What follows belongs to an exercise in optimizing a design on an open flow for a short achievable clock period, few clock cycles per item and low power; a production flow would make more cautious choices. Function was checked by simulation only, so behaviour that the tests miss may differ from the original.

===== design/flow/config.mk =====
export PLATFORM = sky130hd
export DESIGN_NAME = peak_to_peak_power_meter_unit
export DESIGN_NICKNAME = peak_to_peak_power_meter_unit
export VERILOG_FILES = /design/flow/design.v
export SDC_FILE = /design/flow/constraint.sdc
export NUM_CORES = 4
export LEC_CHECK = 0
export CAP_MARGIN = 20
export CORE_MARGIN = 2
export CORE_UTILIZATION = 40
export SLEW_MARGIN = 20

===== design/flow/design.v =====
module peak_to_peak_power_meter_unit #(
  parameter int ADC_BITS = 10
) (
  input  logic        clk,
  input  logic        rst_n,
  input  logic        in_valid,
  output logic        in_ready,
  input  logic        in_operation,
  input  logic [9:0]  in_adc_sample,
  input  logic [15:0] in_elapsed_ms,
  output logic        out_valid,
  input  logic        out_ready,
  output logic [19:0] out_rms_ma,
  output logic [19:0] out_power_watts,
  output logic [47:0] out_energy_watt_ms,
  input  logic        cfg_we,
  input  logic [2:0]  cfg_index,
  input  logic [15:0] cfg_data
);
  localparam logic [28:0] RECIP = 29'd274877907;
  localparam logic [2:0] ST_IDLE = 3'd0;
  localparam logic [2:0] ST_CUR  = 3'd1;
  localparam logic [2:0] ST_MULV = 3'd2;
  localparam logic [2:0] ST_DIV  = 3'd3;
  localparam logic [2:0] ST_MULT = 3'd4;
  localparam logic [2:0] ST_ACC  = 3'd5;
  logic [9:0]  cfg_zero_r;
  logic [15:0] cfg_gain_r;
  logic [9:0]  cfg_offs_r;
  logic [9:0]  cfg_floor_r;
  logic [8:0]  cfg_volts_r;
  logic [10:0]        win_hi_r;    
  logic signed [11:0] win_lo_r;    
  logic signed [10:0] dz_r;        
  logic               zadj_r;
  logic               pend_r;
  logic [10:0]        span_p_r;
  logic [15:0]        ms_p_r;
  logic [2:0]         state_r;
  logic [15:0]        ms_r;
  logic [34:0]        acc_r;
  logic [18:0]        cur_r;
  logic [18:0]        watts_r;
  logic [47:0]        energy_r;
  logic               have_prev_r;
  logic               out_valid_r;
  logic               idle;
  logic               in_fire;
  logic               start;
  logic [11:0]        smp;
  logic signed [12:0] span_s;
  logic [10:0]        span;
  assign idle     = (state_r == ST_IDLE);
  assign in_ready = !zadj_r && (!pend_r || idle);
  assign in_fire  = in_valid && in_ready;
  assign start    = pend_r && idle;
  assign out_valid          = out_valid_r;
  assign out_rms_ma         = {1'b0, cur_r};
  assign out_power_watts    = {1'b0, watts_r};
  assign out_energy_watt_ms = energy_r;
  assign smp    = {2'b00, in_adc_sample};
  assign span_s = $signed({2'b00, win_hi_r}) - $signed({win_lo_r[11], win_lo_r});
  assign span   = (span_s > 0) ? span_s[10:0] : 11'd0;
  logic [26:0] raw_full;
  logic [18:0] raw;
  logic [18:0] cur_val;
  logic [27:0] x;
  logic [66:0] xr;
  logic [34:0] add;
  logic [48:0] esum;
  assign raw_full = span_p_r * cfg_gain_r;
  assign raw      = acc_r[26:8];
  always_comb begin
    if (raw < {9'd0, cfg_offs_r}) cur_val = '0;
    else                          cur_val = raw - {9'd0, cfg_offs_r};
    if (cur_val < {9'd0, cfg_floor_r}) cur_val = '0;
  end
  assign x    = cur_r * cfg_volts_r;
  assign xr   = acc_r[27:0] * RECIP;
  assign add  = watts_r * ms_r;
  assign esum = {1'b0, energy_r} + {14'd0, acc_r};
  always_ff @(posedge clk) begin
    if (!rst_n) begin
      cfg_zero_r  <= 10'd512;
      cfg_gain_r  <= 16'd2916;
      cfg_offs_r  <= 10'd75;
      cfg_floor_r <= 10'd35;
      cfg_volts_r <= 9'd240;
      win_hi_r    <= 11'd512;
      win_lo_r    <= 12'sd1536;
      zadj_r      <= 1'b0;
      pend_r      <= 1'b0;
      state_r     <= ST_IDLE;
      energy_r    <= '0;
      have_prev_r <= 1'b0;
      out_valid_r <= 1'b0;
    end else begin
      zadj_r <= 1'b0;
      if (cfg_we) begin
        case (cfg_index)
          3'd0: begin
            cfg_zero_r <= cfg_data[9:0];
            zadj_r     <= 1'b1;
          end
          3'd1: cfg_gain_r  <= cfg_data[15:0];
          3'd2: cfg_offs_r  <= cfg_data[9:0];
          3'd3: cfg_floor_r <= cfg_data[9:0];
          3'd4: cfg_volts_r <= cfg_data[8:0];
          default: ;
        endcase
      end
      if (zadj_r) begin
        win_hi_r <= 11'($signed({1'b0, win_hi_r}) + 12'(dz_r));
        win_lo_r <= win_lo_r + 12'(dz_r);
      end else if (in_fire) begin
        if (!in_operation) begin
          if ({1'b0, smp} > {2'b00, win_hi_r}) win_hi_r <= smp[10:0];
          if ($signed(smp) < win_lo_r)         win_lo_r <= smp;
        end else begin
          win_hi_r <= {1'b0, cfg_zero_r};
          win_lo_r <= $signed({2'b00, cfg_zero_r}) + 12'sd1024;
        end
      end
      if (in_fire && in_operation) pend_r <= 1'b1;
      else if (start)              pend_r <= 1'b0;
      if (out_valid_r && out_ready) out_valid_r <= 1'b0;
      case (state_r)
        ST_IDLE: if (start) state_r <= ST_CUR;
        ST_CUR:  if (!out_valid_r || out_ready) state_r <= ST_MULV;
        ST_MULV: state_r <= ST_DIV;
        ST_DIV:  state_r <= ST_MULT;
        ST_MULT: state_r <= ST_ACC;
        ST_ACC: begin
          if (have_prev_r) energy_r <= esum[48] ? '1 : esum[47:0];
          have_prev_r <= 1'b1;
          out_valid_r <= 1'b1;
          state_r     <= ST_IDLE;
        end
        default: state_r <= ST_IDLE;
      endcase
    end
  end
  always_ff @(posedge clk) begin
    dz_r <= $signed({1'b0, cfg_data[9:0]}) - $signed({1'b0, cfg_zero_r});
    if (in_fire && in_operation) begin
      span_p_r <= span;
      ms_p_r   <= in_elapsed_ms;
    end
    case (state_r)
      ST_IDLE: begin
        acc_r <= {8'd0, raw_full};
        ms_r  <= ms_p_r;
      end
      ST_CUR:  if (!out_valid_r || out_ready) cur_r <= cur_val;
      ST_MULV: acc_r <= {7'd0, x};
      ST_DIV:  watts_r <= xr[56:38];
      ST_MULT: acc_r <= add;
      default: ;
    endcase
  end
endmodule

===== design/flow/run.sh =====
#!/bin/bash
# synth_recipe.tcl (not shown) runs the flow's synth.tcl, then flattens the netlist and writes it again
# the make line also repeats each setting of config.mk as NAME=value (left out here)
make -C /OpenROAD-flow-scripts/flow DESIGN_CONFIG=/design/flow/config.mk WORK_HOME=/design/flow/orfs CLKGATE_MAP_FILE= SYNTH_SCRIPT=/design/flow/synth_recipe.tcl finish

===== design/flow/constraint.sdc =====
create_clock -name core_clock -period 6.0 [get_ports {clk}]
set_input_delay 1.2000 -clock core_clock [delete_from_list [all_inputs] [get_ports {clk}]]
set_output_delay 1.2000 -clock core_clock [all_outputs]
set_load 0.01 [all_outputs]

==> flow_summary.yaml <==
sta:
  clock.fmax_mhz: 158.1
  holdWs_ns: 0.4157
  skew_ns: 0.01970
  post-route-min-period_ns: 6.323
  slew_violations: 0
  setup_viol: 27
  finalHoldViolCount: 0
  finalWorstSetupSlack_ns: -0.3233
  worst_pin_slew_ns: 1.031
  min_period_over_period_pct: 105.4
  slew_headroom_pct: 31.14
  rsz0062_at_grt: "yes"
placement:
  post-place-ws_ns: -0.5625
  dp_hpwl_microns: 118700
  port_buffers: 138
  dp.cells: 7126
  gp_congestion: 0.9547
synth:
  synthArstFlopShare_pct: 0
  mappedNetlistArea_sq_um: 46610
  syn_inst: 5145
  syn_area_per_cell_sq_um: 9.060
  ys_ff_latch: 260
  yosys_warnings: 1
  synth_flop_cell: "dfxtp_1"
  synth-edff-count: 116
  ys_types: 84
  yosysSeqAreaShare_pct: 13.66
die:
  placementRows: 125
  dieArea_sq_um: 119300
  die_w_microns: 345.4
  initial_core_util_pct: 40.22
  fp.dieH_microns: 345.4
  core-area_sq_um: 115900
  ioPinCount: 141
worst_setup_path:
  worst_setup_path_start_kind: "flip-flop"
  worst_ep_required_time_ns: 6.35
  crit_chain: "buf_4 -> fa_1 -> ha_1 -> fa_1 -> fa_1 -> fa_1 -> fa_1 -> inv_1 -> fa_1 -> inv_1 -> ha_1 -> o21ai_1 -> o21ai_1 -> a221oi_2 -> o21ai_2 -> a21oi_4 -> a31oi_4 -> and3_4 -> o221a_4 -> o21ai_2 -> nand2b_1"
  crit_type: "reg -> reg"
  cp_max_fo: 5
  cpMostUsedCell: "fa_1"
  cp.arrival_ns: 6.67
  path_buf_inv: 3
  crit_slowest_cell: "fa_1"
  critical_path.top_delay_family: "adder cells"
  end_kind: "flip-flop"
  critical_path.max_stage_delay_ns: 0.55
clock_tree:
  h-tree-depth: 2
  max-clock-path-buffers: 3
  cts_sinks: 260
  path_clk_slew_ns: 0.05
  numCtsBuffers: 38
  cts_tree: "built"
  clkLatencyLatePin_ns: 0.60
  cts_hold_buffers: 0
  cts-root-buf: "clkbuf_16"
cells_and_area:
  fill_cells: 10722
  layout_commonest_cell: "inv_1"
  multi_input_area_sq_um: 36970
  drive_gt1_share_pct: 15.83
  nNetsFinal: 7124
  syn2layout_area_growth_pct: 20.59
  final_cell_mix: "inv_1, fa_1, nand2_1"
  final_cell_count_no_fill: 7243
  register_area_sq_um: 6367
  post-route-util_pct: 48.50
global_route:
  antenna_found_initial: 2
  grt_max_degree: 69
  grt_pass1_vias: 38052
  grt_usage_pct: 23.80
  grt_pass1_wl_microns: 222100
  grt_overflow: 0
route:
  detail_route.wirelength_microns: 141700
  first_pass_iters: 8
  dr_total_vias: 37040
  drt_iter0_markers: 2280
  drc: 0
  postRouteAntennaNets: 0
  routed_via_density: 5.114
  wl_per_cell_microns: 19.56
flow_run:
  cap_violations: 0
run_status:
  status: "complete, but fails checks"
  so_faults: "negative setup slack"
min_path:
  worstHoldPathType: "reg -> reg"
[registers in the layout (all words and copies together) (netlist names), 10 cells and up]
| name | cells |
|---|---|
| win_lo_r | 12 |
| cur_r | 19 |
| cfg_gain_r | 16 |
| cfg_floor_r | 10 |
| energy_r | 48 |
| dz_r | 11 |
| ms_r | 16 |
| ms_p_r | 16 |
| watts_r | 19 |
| span_p_r | 11 |
| win_hi_r | 11 |
| cfg_offs_r | 10 |
| acc_r | 35 |
| cfg_zero_r | 10 |
[per-layer routing]
metal / up-vias / routed length, microns / global-route usage [%]
li1: 17438 / - / -
met1: 18346 / 64670 / 33.27
met2: 1033 / 61740 / 36.99
met3: 221 / 9426 / 4.244
met4: 2 / 5857 / 8.342
met5: - / 9 / 0
[repair_timing]
action | in CTS | in global routing
pin swaps | 125 | 79
hold endpoints to repair | 0 | 0
resized for setup | 226 | 105
buffers inserted | 39 | 19
setup endpoints to repair | 39 | 40
[cells in the mapped netlist (all sizes together), types with 6 or more instances]
master	instances	share of area, %
a2111oi	6	0.17
a211oi	23	0.38
a21boi	14	0.23
a21o	90	1.4
a21oi	252	2.7
a22oi	22	0.35
a311oi	7	0.13
a31oi	22	0.31
and2	270	3.6
and3	27	0.36
and4	7	0.13
buf	16	0.17
clkbuf	154	1.2
dfxtp	144	6.2
edfxtp	116	7.5
fa	735	32
ha	650	17
inv	1056	8.5
mux2	9	0.22
mux2i	14	0.30
nand2	626	5.0
nand2b	41	0.55
nand3	64	0.69
nand3b	6	0.097
nand4	27	0.36
nor2	153	1.2
nor2b	44	0.59
nor3	43	0.47
o211ai	20	0.33
o21a	30	0.49
o21ai	167	1.8
o21bai	15	0.25
o221a	6	0.14
o221ai	8	0.15
o31ai	8	0.15
or2	9	0.12
or3	14	0.19
xnor2	112	2.1
xor2	50	0.94
[final timing paths]
kind / cells after the start / end / slack [ns] / start
setup / recovery: 21 / watts_r[18] / -0.32 / acc_r[20]
hold reg to reg: 0 / ms_r[6] / 0.42 / ms_p_r[6]
hold / removal: 0 / ms_r[6] / 0.42 / ms_p_r[6]
setup reg to reg: 21 / watts_r[18] / -0.32 / acc_r[20]
[kinds of logic (layout without fill, tap and decap cells)]
family                   Yosys count  after routing  share of synthesized area, %
buffers and inverters           1228           1799                         9.929
multiplexers                      23             23                        0.5180
other                              1              4                      0.008045
XOR/XNOR                         162            162                         3.044
flip-flops                       260            260                         13.66
AND/OR/NAND/NOR                 1346           1346                         13.72
adder cells (fa/ha/maj)         1385           1385                         49.01
AO/OA/AOI/OAI                    740            740                         10.11
[area by class of cell]
type	instances	area share [%]
Antenna cell	2	0.008903
Timing Repair Buffer	672	10.06
Multi-Input combinational cell	3658	65.77
Tap cell	1524	3.392
Inverter	1058	7.074
Clock inverter	18	0.4140
Sequential cell	260	11.33
Clock buffer	51	1.961
[through the flow]
step / cell area, sq um / TNS, ns
6_report: 56210 / -4.389
5_1_grt: 56210 / -10.23
4_1_cts: 55700 / -3.192
3_5_place_dp: 53180 / -12.44
3_3_place_gp: 53180 / -10.99
2_1_floorplan: 46820 / -0.06916
Testbench counts, summed over its fixed seeds: cycles 13,107, items 1,280.

what the ideal ports hide:
How much do the figures lean on ideal ports? The routed layout below was timed once more, with nothing changed but the port constraints.
Step 1, drivers: a clkbuf_16 drives clk and a buf_2 each remaining input, both assumed.
Step 2 also shifts input and output timing later by t, the mid clock arrival at the registers, as if the neighbouring blocks saw the same clock.
a / b / c = ideal / step 1 / step 2; a / b = the first two.
shift t [ns]: 0.663
setup WS [ns]: -0.323 / -0.323 / -0.323
worst register clock-pin slew, ns: 0.07 / 0.07
For this run, drivers alone change the setup slack by 0.000 ns; drivers and shift together by 0.000 ns.
